From an optimization exercise on the open Yosys and OpenROAD flow, aimed at small area, a short achievable clock period and few clock cycles per item; shortcuts taken in it are not production practice. Function was checked by simulation only, so behaviour that the tests miss may differ from the original. Power and IR drop assume default switching activity.

## sorted_remap_table_unit
module sorted_remap_table_unit #(
  parameter int unsigned TABLE_DEPTH  = 16,
  parameter int unsigned ADDRESS_BITS = 40
) (
  input  logic                    clk_i,
  input  logic                    rst_ni,
  input  logic                    start_i,
  output logic                    busy_o,
  input  logic [1:0]              mode_i,
  input  logic [ADDRESS_BITS-1:0] old_address_i,
  input  logic [ADDRESS_BITS-1:0] new_address_i,
  input  logic                    cfg_we_i,
  input  logic [srt_pkg::CFG_W-1:0] cfg_wdata_i,
  output logic                    result_valid_o,
  output logic [1:0]              kind_o,
  output logic [ADDRESS_BITS-1:0] entry_old_o,
  output logic [ADDRESS_BITS-1:0] entry_new_o,
  output logic                    found_o,
  output logic                    last_o
);
  localparam int unsigned N    = TABLE_DEPTH;
  localparam int unsigned CntW = $clog2(TABLE_DEPTH + 1);
  localparam int unsigned LimW = (CntW > srt_pkg::CFG_W) ? CntW : srt_pkg::CFG_W;
  logic                    s1_v_q;
  logic [1:0]              s1_mode_q;
  logic [ADDRESS_BITS-1:0] s1_old_q, s1_new_q;
  logic                    s2_v_q;
  logic [1:0]              s2_mode_q;
  logic [ADDRESS_BITS-1:0] s2_old_q, s2_new_q;
  logic [N-1:0]            s2_lt_q, s2_eo_q, s2_hit_q;
  logic                    s2_any_q;
  logic                    s2_ins_q;              
  logic [CntW-1:0]           count_q, count_d;
  logic                      drain_q, drain_d;    
  logic                      busy_q, busy_d;
  logic [CntW-1:0]           lim_q, lim_d;        
  ...
For scale: about 11000 cells after synthesis, about 180 I/O pins, roughly 93000 um^2 of cells after synthesis.
Settings: LEC_CHECK=0, ABC_CLOCK_PERIOD_IN_PS=3500, CAP_MARGIN=40, CORE_MARGIN=2, CORE_UTILIZATION=30, PLACE_DENSITY=0.55, SETUP_SLACK_MARGIN=4.5, SLEW_MARGIN=40; clock period 8.0 ns.
run.sh (not shown) runs the stock make flow with config.mk's settings and CLKGATE_MAP_FILE= SYNTH_SCRIPT=/design/flow/synth_recipe.tcl, a recipe that flattens the netlist after the stock synthesis.
Testbench counts at the start, summed over its fixed seeds: cycles 6,872, items 4,800.
Change:
--- a/flow/design.v
+++ b/flow/design.v
@@ -117,50 +117,48 @@
   logic                    s1_v_q;
   logic [1:0]              s1_mode_q;
   logic [ADDRESS_BITS-1:0] s1_old_q, s1_new_q;
   logic                    s2_v_q;
   logic [1:0]              s2_mode_q;
   logic [ADDRESS_BITS-1:0] s2_old_q, s2_new_q;
   logic [N-1:0]            s2_lt_q, s2_eo_q, s2_hit_q;
   logic                    s2_any_q;
-  logic                    s2_ins_q;              
   logic [CntW-1:0]           count_q, count_d;
   logic                      drain_q, drain_d;    
   logic                      busy_q, busy_d;
   logic [CntW-1:0]           lim_q, lim_d;        
   logic                    res_valid_q;
   logic [1:0]              kind_q;
   logic [ADDRESS_BITS-1:0] eold_q, enew_q;
   logic                    found_q, last_q;
   logic                    c_valid [N];
   logic [ADDRESS_BITS-1:0] c_old   [N];
   logic [ADDRESS_BITS-1:0] c_new   [N];
   logic [N-1:0]            r_lt, r_eo, r_en;      
   logic                    n_lt, n_eo, n_en;      
   logic [N-1:0]            f_lt, f_eo, f_hit;     
-  logic [N-1:0]            first_hit, ins_pos, kill;
-  logic                    any_d;
+  logic [N-1:0]            first_hit, ins_pos;
   logic [ADDRESS_BITS-1:0] look;
   logic accept, adv, s1_free, s1_v_d;
   logic is_ins, is_look, is_flush, drain, do_ins, do_upd, s2_done;
   logic nx_ins, nx_flush;
   always_comb begin
     lim_d = lim_q;
     if (cfg_we_i) begin
       if (cfg_wdata_i == '0) begin
         lim_d = CntW'(1);
       end else if (LimW'(cfg_wdata_i) > LimW'(TABLE_DEPTH)) begin
         lim_d = CntW'(TABLE_DEPTH);
       end else begin
         lim_d = CntW'(cfg_wdata_i);
       end
     end
   end
-  assign is_ins   = s2_ins_q;
+  assign is_ins   = s2_v_q & (s2_mode_q == srt_pkg::MODE_INSERT);
   assign is_look  = s2_v_q & (s2_mode_q == srt_pkg::MODE_LOOKUP);
   assign is_flush = s2_v_q & (s2_mode_q == srt_pkg::MODE_FLUSH);
   assign drain   = drain_q;
   assign do_ins  = is_ins & ~s2_any_q & ~drain;
   assign do_upd  = is_ins & s2_any_q & ~drain;
   assign s2_done = s2_v_q & ~drain;
   assign adv     = ~s2_v_q | s2_done;
   assign s1_free = ~s1_v_q | adv;
@@ -176,17 +174,17 @@
     end
   end
   assign nx_ins   = s1_v_q & (s1_mode_q == srt_pkg::MODE_INSERT);
   assign nx_flush = s1_v_q & (s1_mode_q == srt_pkg::MODE_FLUSH);
   always_comb begin
     if (!adv) begin
       drain_d = (count_q != CntW'(1));
     end else begin
-      drain_d = (nx_ins & ~any_d & (count_d >= lim_d)) | (nx_flush & (count_d != '0));
+      drain_d = (nx_ins & ~(|f_hit) & (count_d >= lim_d)) | (nx_flush & (count_d != '0));
     end
   end
   assign busy_d = s1_v_d & drain_d;
   always_comb begin
     logic seen;
     seen = 1'b0;
     for (int i = 0; i < N; i++) begin
       first_hit[i] = s2_hit_q[i] & ~seen;
@@ -200,18 +198,16 @@
     look = '0;
     for (int i = 0; i < N; i++) begin
       look = look | (s2_eo_q[i] ? c_new[i] : '0);
     end
   end
   assign n_lt = s2_old_q < s1_old_q;
   assign n_eo = s2_old_q == s1_old_q;
   assign n_en = s2_new_q == s1_old_q;
-  assign kill  = {N{do_upd}} & first_hit;
-  assign any_d = (|(r_eo | (r_en & ~kill))) | (do_ins & (n_eo | n_en)) | (do_upd & n_en);
   always_comb begin
     for (int i = 0; i < N; i++) begin
       f_lt[i]  = r_lt[i];
       f_eo[i]  = r_eo[i];
       f_hit[i] = r_eo[i] | r_en[i];
       if (drain) begin
         if (i == N - 1) begin
           f_lt[i]  = 1'b0;
@@ -293,27 +289,25 @@
         .eq_new_o   (r_en[gi])
       );
     end
   endgenerate
   always_ff @(posedge clk_i or negedge rst_ni) begin
     if (!rst_ni) begin
       s1_v_q      <= 1'b0;
       s2_v_q      <= 1'b0;
-      s2_ins_q    <= 1'b0;
       count_q     <= '0;
       drain_q     <= 1'b0;
       busy_q      <= 1'b0;
       lim_q       <= CntW'(TABLE_DEPTH);
       res_valid_q <= 1'b0;
     end else begin
       s1_v_q  <= s1_v_d;
       if (adv) begin
-        s2_v_q   <= s1_v_q;
-        s2_ins_q <= nx_ins;
+        s2_v_q <= s1_v_q;
       end
       count_q <= count_d;
       drain_q <= drain_d;
       busy_q  <= busy_d;
       lim_q   <= lim_d;
       res_valid_q <= drain | (s2_done & (s2_mode_q != 2'd3));
     end
   end
@@ -325,17 +319,17 @@
     end
     if (adv) begin
       s2_mode_q <= s1_mode_q;
       s2_old_q  <= s1_old_q;
       s2_new_q  <= s1_new_q;
       s2_lt_q   <= f_lt;
       s2_eo_q   <= f_eo;
       s2_hit_q  <= f_hit;
-      s2_any_q  <= any_d;
+      s2_any_q  <= |f_hit;
     end else if (drain) begin
       s2_lt_q   <= {1'b0, s2_lt_q[N-1:1]};
       s2_eo_q   <= {1'b0, s2_eo_q[N-1:1]};
       s2_hit_q  <= {1'b0, s2_hit_q[N-1:1]};
       s2_any_q  <= 1'b0;
     end
     if (drain) begin
       kind_q  <= srt_pkg::KIND_ENTRY;
Power is lower by 5.3%.
Via count rose by 3.5%.
Routed wire length rises by 11%.
Setup slack gets worse by 0.041 ns.
Count of clock-buffer cells in the layout came out lower by 10.
Non-clock buffer count rises by 240.
Testbench counts after the change, summed over its fixed seeds: cycles 6,872, items 4,800.

-- port drivers added, routing unchanged --
No port has a modelled driver above. Below, the same layouts with a new extraction and two added sets of constraints.
Step 1, drivers: a clkbuf_16 drives clk_i and a buf_2 each remaining input, both assumed.
Step 2, shift: input delay + t, output delay - t, t = (earliest + latest rising clock arrival at the registers) / 2. This alone moves slack from input paths to output paths.
Three values: ideal ports, drivers, drivers and shift; two values: the first two.
run	t (ns)	setup slack, ns	hold slack, ns	worst setup path at the end	worst register clock-pin slew, ns
the first run	0.998	4.113 / 4.113 / 3.931	0.413 / 0.413 / 0.413	input to register	0.07 / 0.07
the second run	1.015	4.072 / 4.072 / 3.746	0.383 / 0.383 / 0.383	input to register	0.07 / 0.07
After both steps setup and hold are still met in every run listed. For the second run, which loses most, drivers alone change the setup slack by 0.000 ns; drivers and shift together by -0.326 ns.
